Source: an optimization exercise on an open RTL-to-GDS flow (aim: a short achievable clock period and few clock cycles). Production flows keep margins and buffers that such runs may drop. RTL that was checked went through simulation tests only; none was proved equivalent to the original. Power and IR drop assume default switching activity.

==> inputs of v6 <==
// cache_top
module cache_top (
    input  logic                                clk,
    input  logic                                rst_n,
    input  logic                                proc_req_i,
    input  logic [cache_pkg::ADDR_WIDTH-1:0]    proc_addr_i,
    input  logic                                proc_we_i,
    input  logic [cache_pkg::BE_WIDTH-1:0]      proc_be_i,
    input  logic [cache_pkg::DATA_WIDTH-1:0]    proc_wdata_i,
    output logic                                proc_gnt_o,
    output logic                                proc_rvalid_o,
    output logic [cache_pkg::DATA_WIDTH-1:0]    proc_rdata_o,
    output logic                                mem_req_o,
    output logic [cache_pkg::ADDR_WIDTH-1:0]    mem_addr_o,
    output logic                                mem_we_o,
    output logic [cache_pkg::BE_WIDTH-1:0]      mem_be_o,
    output logic [cache_pkg::DATA_WIDTH-1:0]    mem_wdata_o,
    input  logic                                mem_gnt_i,
    input  logic                                mem_rvalid_i,
    input  logic [cache_pkg::DATA_WIDTH-1:0]    mem_rdata_i,
    output logic [cache_pkg::COUNT_WIDTH-1:0]   hit_count_o,
    output logic [cache_pkg::COUNT_WIDTH-1:0]   miss_count_o,
    output logic [cache_pkg::COUNT_WIDTH-1:0]   mem_txn_count_o
);
make LEC_CHECK=0 ABC_CLOCK_PERIOD_IN_PS=2400 CAP_MARGIN=20 CORE_MARGIN=2 CORE_UTILIZATION=55 SETUP_SLACK_MARGIN=1.8 SLEW_MARGIN=20 TNS_END_PERCENT=10 finish   # period 4.2 ns
run.sh (not shown) runs the stock make flow with config.mk's settings and CLKGATE_MAP_FILE= SYNTH_SCRIPT=/design/flow/synth_recipe.tcl, a recipe that flattens the netlist after the stock synthesis.
==> v15 (differences from v6) <==
Settings changed: TNS_END_PERCENT 10 to 5.
==> run notes <==
outcome timing/DRC/antenna clean; crit path from l_hit_q; leakage 43.2 nW; Finished Layout Cells 11300; M3 GR Usage 5.68%; inverter count 137; final worst slack 1.48 ns; post-layout util 63.1%; diode count 4; Crit Reg-Reg Endpoint tag_q[9][10]; Psw 12.1 mW
-- figures above: v15

==> run notes <==
outcome timing/DRC/antenna clean; diode count 11; post-layout util 63.1%; leakage 43.7 nW; M3 GR Usage 5.65%; crit path from mem_wdata_o[12]; Finished Layout Cells 11300; Psw 12.1 mW; final worst slack 1.52 ns; inverter count 136
-- figures above: v6

Testbench counts of v6, summed over its fixed seeds: cycles 25,214.
Testbench counts of v15, summed over its fixed seeds: cycles 25,214.

---

==> inputs of sierra <==
cache_top, a different RTL version from the one above (not shown whole).
## cache_top
module cache_top (
    input  logic                                clk,
    input  logic                                rst_n,
    input  logic                                proc_req_i,
    input  logic [cache_pkg::ADDR_WIDTH-1:0]    proc_addr_i,
    input  logic                                proc_we_i,
    input  logic [cache_pkg::BE_WIDTH-1:0]      proc_be_i,
    input  logic [cache_pkg::DATA_WIDTH-1:0]    proc_wdata_i,
    output logic                                proc_gnt_o,
    output logic                                proc_rvalid_o,
    output logic [cache_pkg::DATA_WIDTH-1:0]    proc_rdata_o,
    output logic                                mem_req_o,
    output logic [cache_pkg::ADDR_WIDTH-1:0]    mem_addr_o,
    output logic                                mem_we_o,
    output logic [cache_pkg::BE_WIDTH-1:0]      mem_be_o,
    output logic [cache_pkg::DATA_WIDTH-1:0]    mem_wdata_o,
    input  logic                                mem_gnt_i,
    input  logic                                mem_rvalid_i,
    input  logic [cache_pkg::DATA_WIDTH-1:0]    mem_rdata_i,
    output logic [cache_pkg::COUNT_WIDTH-1:0]   hit_count_o,
    output logic [cache_pkg::COUNT_WIDTH-1:0]   miss_count_o,
    output logic [cache_pkg::COUNT_WIDTH-1:0]   mem_txn_count_o
);
    localparam int QDEPTH = 16;
    localparam int QW     = 4;     
    localparam int NP     = 4;
    localparam int WAW    = ADDR_WIDTH - OFFSET_WIDTH;
    logic [TAG_WIDTH-1:0]   tag_q   [NUM_WAYS][NUM_SETS];
    logic [DATA_WIDTH-1:0]  data_q  [NUM_WAYS][NUM_SETS];
    logic [NUM_SETS-1:0]    valid_q [NUM_WAYS];
    logic [NUM_SETS-1:0]    dirty_q [NUM_WAYS];
    logic [NUM_SETS-1:0]    mru_q;
    logic [NUM_SETS-1:0]    lpend_q [NUM_WAYS];
    logic [BE_WIDTH-1:0]    pmask_q [NUM_WAYS][NUM_SETS];
    logic                   r_v_q;
    logic [ADDR_WIDTH-1:0]  r_addr_q;
    logic                   r_we_q;
    logic [BE_WIDTH-1:0]    r_be_q;
    logic [DATA_WIDTH-1:0]  r_wdata_q;
  ...
make LEC_CHECK=0 ABC_CLOCK_PERIOD_IN_PS=2400 CAP_MARGIN=20 CORE_MARGIN=2 CORE_UTILIZATION=40 SETUP_SLACK_MARGIN=1.8 SLEW_MARGIN=20 TNS_END_PERCENT=5 finish   # period 4.2 ns
==> inputs of garnet, as changes to sierra <==
--- a/flow/design.v
+++ b/flow/design.v
@@ -104,17 +104,20 @@
     logic [BE_WIDTH-1:0]    pmask_q [NUM_WAYS][NUM_SETS];
     logic                   r_v_q;
     logic [ADDR_WIDTH-1:0]  r_addr_q;
     logic                   r_we_q;
     logic [BE_WIDTH-1:0]    r_be_q;
     logic [DATA_WIDTH-1:0]  r_wdata_q;
+    logic [NUM_SETS-1:0]    r_oh_q;      
     logic                   k_v_q;
     logic [ADDR_WIDTH-1:0]  k_addr_q;
     logic                   k_we_q;
     logic [BE_WIDTH-1:0]    k_be_q;
     logic [DATA_WIDTH-1:0]  k_wdata_q;
+    logic [NUM_SETS-1:0]    k_oh_q;
+    logic [NUM_SETS-1:0]    in_oh;
     logic                   l_v_q;
     logic [INDEX_WIDTH-1:0] l_idx_q;
     logic [TAG_WIDTH-1:0]   l_tag_q;
     logic                   l_we_q;
     logic [BE_WIDTH-1:0]    l_be_q;
     logic [DATA_WIDTH-1:0]  l_wdata_q;
@@ -155,52 +158,76 @@
     logic                   s2_way_q;
     logic                   s2_we_q;
     logic [BE_WIDTH-1:0]    s2_be_q;
     logic [DATA_WIDTH-1:0]  s2_wdata_q;
     logic [QW-1:0]          s2_ptr_q;
     logic [DATA_WIDTH-1:0]  s2_line_q;
+    logic                   s2_pend_q;
+    logic [BE_WIDTH-1:0]    s2_mask_q;
     logic [DATA_WIDTH-1:0]  rq_data_q [QDEPTH];
     logic [BE_WIDTH-1:0]    rq_mask_q [QDEPTH];
     logic [INDEX_WIDTH-1:0] rq_wset_q [QDEPTH];
     logic                   rq_wway_q [QDEPTH];
     logic [QDEPTH-1:0]      rq_wait_q;
     logic [QDEPTH-1:0]      rq_rdy_q;
-    logic [QW:0]            rq_cnt_q;
     logic                   rq_ok_q;
-    logic [QW-1:0]          rq_head_q;
-    logic [QW-1:0]          rq_tail_q;
+    logic [QW:0]            rq_head_q;   
+    logic [QW:0]            rq_tail_q;
     logic                   pop;
     logic                   gnt;
     logic                   r_free;
     assign gnt        = proc_req_i && !k_v_q;
+    assign in_oh      = NUM_SETS'(1) << proc_addr_i[OFFSET_WIDTH +: INDEX_WIDTH];
     assign proc_gnt_o = gnt;
     logic [INDEX_WIDTH-1:0] r_idx;
     logic [TAG_WIDTH-1:0]   r_tag;
     logic [NUM_WAYS-1:0]    way_hit;
     logic                   vict_way;
     logic                   vict_dirty;
     logic [TAG_WIDTH-1:0]   vict_tag;
     logic                   tgt_way;
     logic                   vpend_now;
     logic                   r_adv;
     assign r_idx = r_addr_q[OFFSET_WIDTH +: INDEX_WIDTH];
     assign r_tag = r_addr_q[ADDR_WIDTH-1 -: TAG_WIDTH];
+    logic [NUM_WAYS-1:0]    sel_valid;
+    logic [NUM_WAYS-1:0]    sel_dirty;
+    logic [NUM_WAYS-1:0]    sel_pend;
+    logic                   sel_mru;
+    logic [TAG_WIDTH-1:0]   sel_tag [NUM_WAYS];
     always_comb
     begin
+        way_hit   = '0;
+        sel_valid = '0;
+        sel_dirty = '0;
+        sel_pend  = '0;
+        sel_mru   = 1'b0;
         for (int w = 0; w < NUM_WAYS; w++)
-            way_hit[w] = valid_q[w][r_idx] && (tag_q[w][r_idx] == r_tag);
-        if (!valid_q[0][r_idx])
+        begin
+            sel_tag[w] = '0;
+            for (int i = 0; i < NUM_SETS; i++)
+            begin
+                way_hit[w]   = way_hit[w]   | (r_oh_q[i] & valid_q[w][i] & (tag_q[w][i] == r_tag));
+                sel_valid[w] = sel_valid[w] | (r_oh_q[i] & valid_q[w][i]);
+                sel_dirty[w] = sel_dirty[w] | (r_oh_q[i] & dirty_q[w][i]);
+                sel_pend[w]  = sel_pend[w]  | (r_oh_q[i] & lpend_q[w][i]);
+                sel_tag[w]   = sel_tag[w]   | ({TAG_WIDTH{r_oh_q[i]}} & tag_q[w][i]);
+            end
+        end
+        for (int i = 0; i < NUM_SETS; i++)
+            sel_mru = sel_mru | (r_oh_q[i] & mru_q[i]);
+        if (!sel_valid[0])
             vict_way = 1'b0;
-        else if (!valid_q[1][r_idx])
+        else if (!sel_valid[1])
             vict_way = 1'b1;
         else
-            vict_way = ~mru_q[r_idx];
-        vict_dirty = valid_q[vict_way][r_idx] && dirty_q[vict_way][r_idx];
-        vict_tag   = tag_q[vict_way][r_idx];
+            vict_way = ~sel_mru;
+        vict_dirty = sel_valid[vict_way] && sel_dirty[vict_way];
+        vict_tag   = sel_tag[vict_way];
         tgt_way    = (|way_hit) ? way_hit[1] : vict_way;
-        vpend_now  = lpend_q[vict_way][r_idx] &&
+        vpend_now  = sel_pend[vict_way] &&
                      !(f_v_q && (f_idx_q == r_idx) && (f_way_q == vict_way));
     end
     logic                   a_busy;
     logic                   fill_now;
     logic                   rq_ok;
     logic                   vict_pend;
@@ -213,31 +240,39 @@
     logic                   start_a;
     assign a_busy    = st_wbreq_q || st_wbwait_q || st_fillreq_q || st_fillwait_q;
     assign fill_now  = st_fillwait_q && mem_rvalid_i;
     assign rq_ok     = rq_ok_q;
     assign vict_pend = l_vpend_q;
     assign f_mask    = pmask_q[f_way_q][f_idx_q];
+    logic                   l_fmatch;
+    logic                   l_pend_rd;
+    logic [BE_WIDTH-1:0]    l_mask_rd;
+    logic                   l_pend;
+    logic [BE_WIDTH-1:0]    l_mask;
     always_comb
     begin
-        l_line = '0;
+        l_line    = '0;
+        l_pend_rd = 1'b0;
+        l_mask_rd = '0;
         for (int w = 0; w < NUM_WAYS; w++)
             for (int i = 0; i < NUM_SETS; i++)
-                l_line = l_line | ({DATA_WIDTH{l_toh_q[w*NUM_SETS+i]}} & data_q[w][i]);
-        if (f_v_q && (f_idx_q == l_idx_q) && (f_way_q == l_tway_q))
+            begin
+                l_line    = l_line    | ({DATA_WIDTH{l_toh_q[w*NUM_SETS+i]}} & data_q[w][i]);
+                l_pend_rd = l_pend_rd | (l_toh_q[w*NUM_SETS+i] & lpend_q[w][i]);
+                l_mask_rd = l_mask_rd | ({BE_WIDTH{l_toh_q[w*NUM_SETS+i]}} & pmask_q[w][i]);
+            end
+        l_fmatch = f_v_q && (f_idx_q == l_idx_q) && (f_way_q == l_tway_q);
+        if (l_fmatch)
         begin
             for (int b = 0; b < BE_WIDTH; b++)
                 if (!f_mask[b])
                     l_line[8*b +: 8] = f_data_q[8*b +: 8];
         end
-        if (s2_v_q && s2_we_q && (s2_idx_q == l_idx_q) && (s2_way_q == l_tway_q))
-        begin
-            for (int b = 0; b < BE_WIDTH; b++)
-                if (s2_be_q[b])
-                    l_line[8*b +: 8] = s2_wdata_q[8*b +: 8];
-        end
         vict_data = l_line;
+        l_pend = l_hit_q ? (l_pend_rd && !l_fmatch) : 1'b1;
+        l_mask = l_hit_q ? l_mask_rd : '0;
     end
     assign lk_hit   = l_v_q && rq_ok && l_hit_q;
     assign lk_miss  = l_v_q && rq_ok && !l_hit_q && !vict_pend && !pv_q[NP-1];
     assign lk_go    = lk_hit || lk_miss;
     assign r_adv    = r_v_q && (!l_v_q || (lk_go && (l_idx_q != r_idx)));
     assign r_free   = !r_v_q || r_adv;
@@ -276,27 +311,30 @@
             if (k_v_q)
             begin
                 r_addr_q  <= k_addr_q;
                 r_we_q    <= k_we_q;
                 r_be_q    <= k_be_q;
                 r_wdata_q <= k_wdata_q;
+                r_oh_q    <= k_oh_q;
             end
             else
             begin
                 r_addr_q  <= proc_addr_i;
                 r_we_q    <= proc_we_i;
                 r_be_q    <= proc_be_i;
                 r_wdata_q <= proc_wdata_i;
+                r_oh_q    <= in_oh;
             end
         end
         if (!k_v_q)
         begin
             k_addr_q  <= proc_addr_i;
             k_we_q    <= proc_we_i;
             k_be_q    <= proc_be_i;
             k_wdata_q <= proc_wdata_i;
+            k_oh_q    <= in_oh;
         end
         if (r_adv)
         begin
             l_idx_q    <= r_idx;
             l_tag_q    <= r_tag;
             l_we_q     <= r_we_q;
@@ -381,16 +419,18 @@
     begin
         if (lk_go)
         begin
             s2_idx_q   <= l_idx_q;
             s2_way_q   <= l_tway_q;
             s2_line_q  <= l_line;
+            s2_pend_q  <= l_pend;
+            s2_mask_q  <= l_mask;
             s2_we_q    <= l_we_q;
             s2_be_q    <= l_be_q;
             s2_wdata_q <= l_wdata_q;
-            s2_ptr_q   <= rq_tail_q;
+            s2_ptr_q   <= rq_tail_q[QW-1:0];
         end
         if (fill_now)
         begin
             f_idx_q    <= a_idx_q;
             f_way_q    <= a_way_q;
             f_data_q   <= mem_rdata_i;
@@ -452,33 +492,32 @@
     logic                   s2_pend;
     logic                   s2_fill;
     logic [DATA_WIDTH-1:0]  s2_ans;
     always_comb
     begin
         s2_line = s2_line_q;
-        s2_mask = pmask_q[s2_way_q][s2_idx_q];
-        s2_pend = lpend_q[s2_way_q][s2_idx_q];
+        s2_mask = s2_mask_q;
+        s2_pend = s2_pend_q;
         s2_fill = f_v_q && (f_idx_q == s2_idx_q) && (f_way_q == s2_way_q);
         s2_ans  = s2_line;
         if (s2_fill)
         begin
             for (int b = 0; b < BE_WIDTH; b++)
                 if (!s2_mask[b])
                     s2_ans[8*b +: 8] = f_data_q[8*b +: 8];
         end
         if (s2_we_q)
             s2_ans = '0;
     end
-    assign pop = rq_rdy_q[rq_head_q];
+    assign pop = rq_rdy_q[rq_head_q[QW-1:0]];
     always_ff @(posedge clk)
     begin
         if (!rst_n)
         begin
             rq_rdy_q      <= '0;
             rq_wait_q     <= '0;
-            rq_cnt_q      <= '0;
             rq_ok_q       <= 1'b1;
             rq_head_q     <= '0;
             rq_tail_q     <= '0;
             proc_rvalid_o <= 1'b0;
         end
         else
@@ -486,16 +525,15 @@
             proc_rvalid_o <= pop;
             if (lk_go)
                 rq_tail_q <= rq_tail_q + 1'b1;
             if (pop)
             begin
                 rq_head_q           <= rq_head_q + 1'b1;
-                rq_rdy_q[rq_head_q] <= 1'b0;
+                rq_rdy_q[rq_head_q[QW-1:0]] <= 1'b0;
             end
-            rq_cnt_q <= rq_cnt_q + (QW+1)'(lk_go) - (QW+1)'(pop);
-            rq_ok_q  <= (rq_cnt_q - (QW+1)'(pop)) <= (QW+1)'(QDEPTH - 2);
+            rq_ok_q  <= (rq_tail_q - rq_head_q) <= (QW+1)'(QDEPTH - 2);
             if (f_v_q)
             begin
                 for (int i = 0; i < QDEPTH; i++)
                     if (rq_wait_q[i] && rq_wset_q[i] == f_idx_q && rq_wway_q[i] == f_way_q)
                     begin
                         rq_wait_q[i] <= 1'b0;
@@ -511,13 +549,13 @@
             end
         end
     end
     always_ff @(posedge clk)
     begin
         if (pop)
-            proc_rdata_o <= rq_data_q[rq_head_q];
+            proc_rdata_o <= rq_data_q[rq_head_q[QW-1:0]];
         if (f_v_q)
         begin
             for (int i = 0; i < QDEPTH; i++)
                 if (rq_wait_q[i] && rq_wset_q[i] == f_idx_q && rq_wway_q[i] == f_way_q)
                     for (int b = 0; b < BE_WIDTH; b++)
                         if (!rq_mask_q[i][b])
--- a/flow/config.mk
+++ b/flow/config.mk
@@ -5,10 +5,10 @@
 export SDC_FILE = /design/flow/constraint.sdc
 export NUM_CORES = 4
 export LEC_CHECK = 0
 export ABC_CLOCK_PERIOD_IN_PS = 2400
 export CAP_MARGIN = 20
 export CORE_MARGIN = 2
-export CORE_UTILIZATION = 40
+export CORE_UTILIZATION = 55
 export SETUP_SLACK_MARGIN = 1.8
 export SLEW_MARGIN = 20
 export TNS_END_PERCENT = 5
==> inputs of lagoon, as changes to sierra <==
--- a/flow/design.v
+++ b/flow/design.v
@@ -118,15 +118,12 @@
     logic                   l_we_q;
     logic [BE_WIDTH-1:0]    l_be_q;
     logic [DATA_WIDTH-1:0]  l_wdata_q;
     logic                   l_hit_q;
     logic                   l_hway_q;
     logic                   l_vway_q;
-    logic                   l_tway_q;
-    logic [2*NUM_SETS-1:0]  l_toh_q;
-    logic                   l_vpend_q;
     logic                   l_vdirty_q;
     logic [WAW-1:0]         l_faddr_q;
     logic                   st_wbreq_q;
     logic                   st_wbwait_q;
     logic                   st_fillreq_q;
     logic                   st_fillwait_q;
@@ -154,21 +151,19 @@
     logic [INDEX_WIDTH-1:0] s2_idx_q;
     logic                   s2_way_q;
     logic                   s2_we_q;
     logic [BE_WIDTH-1:0]    s2_be_q;
     logic [DATA_WIDTH-1:0]  s2_wdata_q;
     logic [QW-1:0]          s2_ptr_q;
-    logic [DATA_WIDTH-1:0]  s2_line_q;
     logic [DATA_WIDTH-1:0]  rq_data_q [QDEPTH];
     logic [BE_WIDTH-1:0]    rq_mask_q [QDEPTH];
     logic [INDEX_WIDTH-1:0] rq_wset_q [QDEPTH];
     logic                   rq_wway_q [QDEPTH];
     logic [QDEPTH-1:0]      rq_wait_q;
     logic [QDEPTH-1:0]      rq_rdy_q;
-    logic [QW:0]            rq_cnt_q;
-    logic                   rq_ok_q;
+    logic [QDEPTH-1:0]      rq_occ_q;
     logic [QW-1:0]          rq_head_q;
     logic [QW-1:0]          rq_tail_q;
     logic                   pop;
     logic                   gnt;
     logic                   r_free;
     assign gnt        = proc_req_i && !k_v_q;
@@ -176,14 +171,12 @@
     logic [INDEX_WIDTH-1:0] r_idx;
     logic [TAG_WIDTH-1:0]   r_tag;
     logic [NUM_WAYS-1:0]    way_hit;
     logic                   vict_way;
     logic                   vict_dirty;
     logic [TAG_WIDTH-1:0]   vict_tag;
-    logic                   tgt_way;
-    logic                   vpend_now;
     logic                   r_adv;
     assign r_idx = r_addr_q[OFFSET_WIDTH +: INDEX_WIDTH];
     assign r_tag = r_addr_q[ADDR_WIDTH-1 -: TAG_WIDTH];
     always_comb
     begin
         for (int w = 0; w < NUM_WAYS; w++)
@@ -193,51 +186,35 @@
         else if (!valid_q[1][r_idx])
             vict_way = 1'b1;
         else
             vict_way = ~mru_q[r_idx];
         vict_dirty = valid_q[vict_way][r_idx] && dirty_q[vict_way][r_idx];
         vict_tag   = tag_q[vict_way][r_idx];
-        tgt_way    = (|way_hit) ? way_hit[1] : vict_way;
-        vpend_now  = lpend_q[vict_way][r_idx] &&
-                     !(f_v_q && (f_idx_q == r_idx) && (f_way_q == vict_way));
     end
     logic                   a_busy;
     logic                   fill_now;
     logic                   rq_ok;
     logic                   vict_pend;
-    logic [DATA_WIDTH-1:0]  l_line;
     logic [DATA_WIDTH-1:0]  vict_data;
-    logic [BE_WIDTH-1:0]    f_mask;
     logic                   lk_go;
     logic                   lk_hit;
     logic                   lk_miss;
     logic                   start_a;
     assign a_busy    = st_wbreq_q || st_wbwait_q || st_fillreq_q || st_fillwait_q;
     assign fill_now  = st_fillwait_q && mem_rvalid_i;
-    assign rq_ok     = rq_ok_q;
-    assign vict_pend = l_vpend_q;
-    assign f_mask    = pmask_q[f_way_q][f_idx_q];
+    assign rq_ok     = !rq_occ_q[rq_tail_q];
+    assign vict_pend = lpend_q[l_vway_q][l_idx_q];
     always_comb
     begin
-        l_line = '0;
-        for (int w = 0; w < NUM_WAYS; w++)
-            for (int i = 0; i < NUM_SETS; i++)
-                l_line = l_line | ({DATA_WIDTH{l_toh_q[w*NUM_SETS+i]}} & data_q[w][i]);
-        if (f_v_q && (f_idx_q == l_idx_q) && (f_way_q == l_tway_q))
-        begin
-            for (int b = 0; b < BE_WIDTH; b++)
-                if (!f_mask[b])
-                    l_line[8*b +: 8] = f_data_q[8*b +: 8];
-        end
-        if (s2_v_q && s2_we_q && (s2_idx_q == l_idx_q) && (s2_way_q == l_tway_q))
+        vict_data = data_q[l_vway_q][l_idx_q];
+        if (s2_v_q && s2_we_q && (s2_idx_q == l_idx_q) && (s2_way_q == l_vway_q))
         begin
             for (int b = 0; b < BE_WIDTH; b++)
                 if (s2_be_q[b])
-                    l_line[8*b +: 8] = s2_wdata_q[8*b +: 8];
+                    vict_data[8*b +: 8] = s2_wdata_q[8*b +: 8];
         end
-        vict_data = l_line;
     end
     assign lk_hit   = l_v_q && rq_ok && l_hit_q;
     assign lk_miss  = l_v_q && rq_ok && !l_hit_q && !vict_pend && !pv_q[NP-1];
     assign lk_go    = lk_hit || lk_miss;
     assign r_adv    = r_v_q && (!l_v_q || (lk_go && (l_idx_q != r_idx)));
     assign r_free   = !r_v_q || r_adv;
@@ -304,18 +281,13 @@
             l_wdata_q  <= r_wdata_q;
             l_hit_q    <= |way_hit;
             l_hway_q   <= way_hit[1];
             l_vway_q   <= vict_way;
             l_vdirty_q <= vict_dirty;
             l_faddr_q  <= {(vict_dirty ? vict_tag : r_tag), r_idx};
-            l_tway_q   <= tgt_way;
-            l_toh_q    <= (2*NUM_SETS)'(1) << {tgt_way, r_idx};
-            l_vpend_q  <= vpend_now;
         end
-        else if (f_v_q && (f_idx_q == l_idx_q) && (f_way_q == l_vway_q))
-            l_vpend_q  <= 1'b0;
     end
     logic                   load_s1;
     logic                   load_p;
     logic                   load_afill;
     logic                   nx_wbreq;
     logic                   nx_wbwait;
@@ -379,14 +351,13 @@
     end
     always_ff @(posedge clk)
     begin
         if (lk_go)
         begin
             s2_idx_q   <= l_idx_q;
-            s2_way_q   <= l_tway_q;
-            s2_line_q  <= l_line;
+            s2_way_q   <= l_hit_q ? l_hway_q : l_vway_q;
             s2_we_q    <= l_we_q;
             s2_be_q    <= l_be_q;
             s2_wdata_q <= l_wdata_q;
             s2_ptr_q   <= rq_tail_q;
         end
         if (fill_now)
@@ -451,13 +422,13 @@
     logic [BE_WIDTH-1:0]    s2_mask;
     logic                   s2_pend;
     logic                   s2_fill;
     logic [DATA_WIDTH-1:0]  s2_ans;
     always_comb
     begin
-        s2_line = s2_line_q;
+        s2_line = data_q[s2_way_q][s2_idx_q];
         s2_mask = pmask_q[s2_way_q][s2_idx_q];
         s2_pend = lpend_q[s2_way_q][s2_idx_q];
         s2_fill = f_v_q && (f_idx_q == s2_idx_q) && (f_way_q == s2_way_q);
         s2_ans  = s2_line;
         if (s2_fill)
         begin
@@ -472,30 +443,31 @@
     always_ff @(posedge clk)
     begin
         if (!rst_n)
         begin
             rq_rdy_q      <= '0;
             rq_wait_q     <= '0;
-            rq_cnt_q      <= '0;
-            rq_ok_q       <= 1'b1;
+            rq_occ_q      <= '0;
             rq_head_q     <= '0;
             rq_tail_q     <= '0;
             proc_rvalid_o <= 1'b0;
         end
         else
         begin
             proc_rvalid_o <= pop;
             if (lk_go)
-                rq_tail_q <= rq_tail_q + 1'b1;
+            begin
+                rq_tail_q           <= rq_tail_q + 1'b1;
+                rq_occ_q[rq_tail_q] <= 1'b1;
+            end
             if (pop)
             begin
                 rq_head_q           <= rq_head_q + 1'b1;
                 rq_rdy_q[rq_head_q] <= 1'b0;
+                rq_occ_q[rq_head_q] <= 1'b0;
             end
-            rq_cnt_q <= rq_cnt_q + (QW+1)'(lk_go) - (QW+1)'(pop);
-            rq_ok_q  <= (rq_cnt_q - (QW+1)'(pop)) <= (QW+1)'(QDEPTH - 2);
             if (f_v_q)
             begin
                 for (int i = 0; i < QDEPTH; i++)
                     if (rq_wait_q[i] && rq_wset_q[i] == f_idx_q && rq_wway_q[i] == f_way_q)
                     begin
                         rq_wait_q[i] <= 1'b0;
==> flow_metrics.py <==
metrics = {
    "route": {
        "avgViaCountPerCell": 5.92,
    },
    "clock_tree": {
        "cts_sinks": 2202,
    },
    "timing": {
        "post-route-min-period_ps": 3500,
        "slew_headroom": 0.256,
    },
    "critical_path": {
        "rrSetupSlack_ps": 700,
    },
    "die": {
        "start_util": 0.401,
    },
    "outcome": {
        "status": "timing/DRC/antenna clean",
    },
    "synthesis": {
        "ys_seq_elements": 2202,
    },
    "placed_design": {
        "placed_area_sq_um": 112000,
    },
}
Source of the figures above: lagoon

==> flow_metrics.py <==
metrics = {
    "outcome": {
        "status": "timing/DRC/antenna clean",
    },
    "synthesis": {
        "synth_top_family_by_area": "multiplexers",
        "ys_seq_elements": 2241,
        "synthesis.area_sq_um": 102000,
    },
    "timing": {
        "slew_headroom": 0.180,
        "slew_violations": 0,
        "post-route-min-period_ps": 3160,
    },
    "route": {
        "avgViaCountPerCell": 5.93,
        "dr_wl_met3_um": 36100,
    },
    "clock_tree": {
        "cts_sinks": 2241,
    },
    "critical_path": {
        "rrSetupSlack_ps": 1040,
        "rr_worst_depth": 9,
        "startpoint": "s2_idx_q[0]",
    },
    "power_and_ir_drop": {
        "pwr-share-seq": 0.511,
    },
    "grt": {
        "track_usage": 0.244,
    },
    "placed_design": {
        "placed_area_sq_um": 110000,
    },
}
Source of the figures above: sierra

==> flow_metrics.py <==
metrics = {
    "clock_tree": {
        "cts_sinks": 2255,
    },
    "placed_design": {
        "placed_area_sq_um": 108000,
    },
    "timing": {
        "post-route-min-period_ps": 2880,
        "slew_headroom": 0.150,
    },
    "die": {
        "start_util": 0.553,
    },
    "critical_path": {
        "rrSetupSlack_ps": 1320,
    },
    "route": {
        "avgViaCountPerCell": 6.52,
    },
    "synthesis": {
        "ys_seq_elements": 2255,
    },
    "final_layout": {
        "register_area_sq_um": 65500,
    },
    "power_and_ir_drop": {
        "power_leader": "registers",
    },
    "outcome": {
        "status": "timing/DRC/antenna clean",
    },
}
Source of the figures above: garnet

Testbench counts of sierra, summed over its fixed seeds: cycles 25,129.
Testbench counts of garnet, summed over its fixed seeds: cycles 25,169.
Function not checked in lagoon: the RTL went through the layout flow alone.

==> port drivers added, routing unchanged <==
The flow's constraints put no driver on any port. The routed layouts listed below were extracted and timed again, unchanged, in two steps. Step 1 assumes that a clkbuf_16 drives the clock port and a buf_2 every other input. Step 2 adds t to the input delays and takes it off the output delays; t is the mean of the earliest and latest rising clock arrival at the registers after step 1. Input paths then give back, and output paths get back, about the clock's delay inside the block. Three values: no drivers, after step 1, after step 2; two values: the first two.
| run | shift t [ns] | setup slack, ns | worst setup path after step 2 | latest minus earliest clock arrival (ns) |
|---|---|---|---|---|
| v6 | 1.002 | 1.524 / 1.422 / 0.893 | input to register | 0.037 / 0.037 |
| v15 | 1.003 | 1.483 / 1.393 / 0.873 | input to register | 0.038 / 0.038 |
| sierra | 0.981 | 1.036 / 1.036 / 0.697 | input to register | 0.062 / 0.063 |
| garnet | 0.967 | 1.318 / 1.318 / 0.806 | input to register | 0.028 / 0.028 |
| lagoon | 0.974 | 0.700 / 0.700 / 0.655 | input to register | 0.092 / 0.092 |
After both steps every run listed still meets setup and hold. For v6, which loses most, drivers alone change the setup slack by -0.102 ns; drivers and shift together by -0.631 ns.
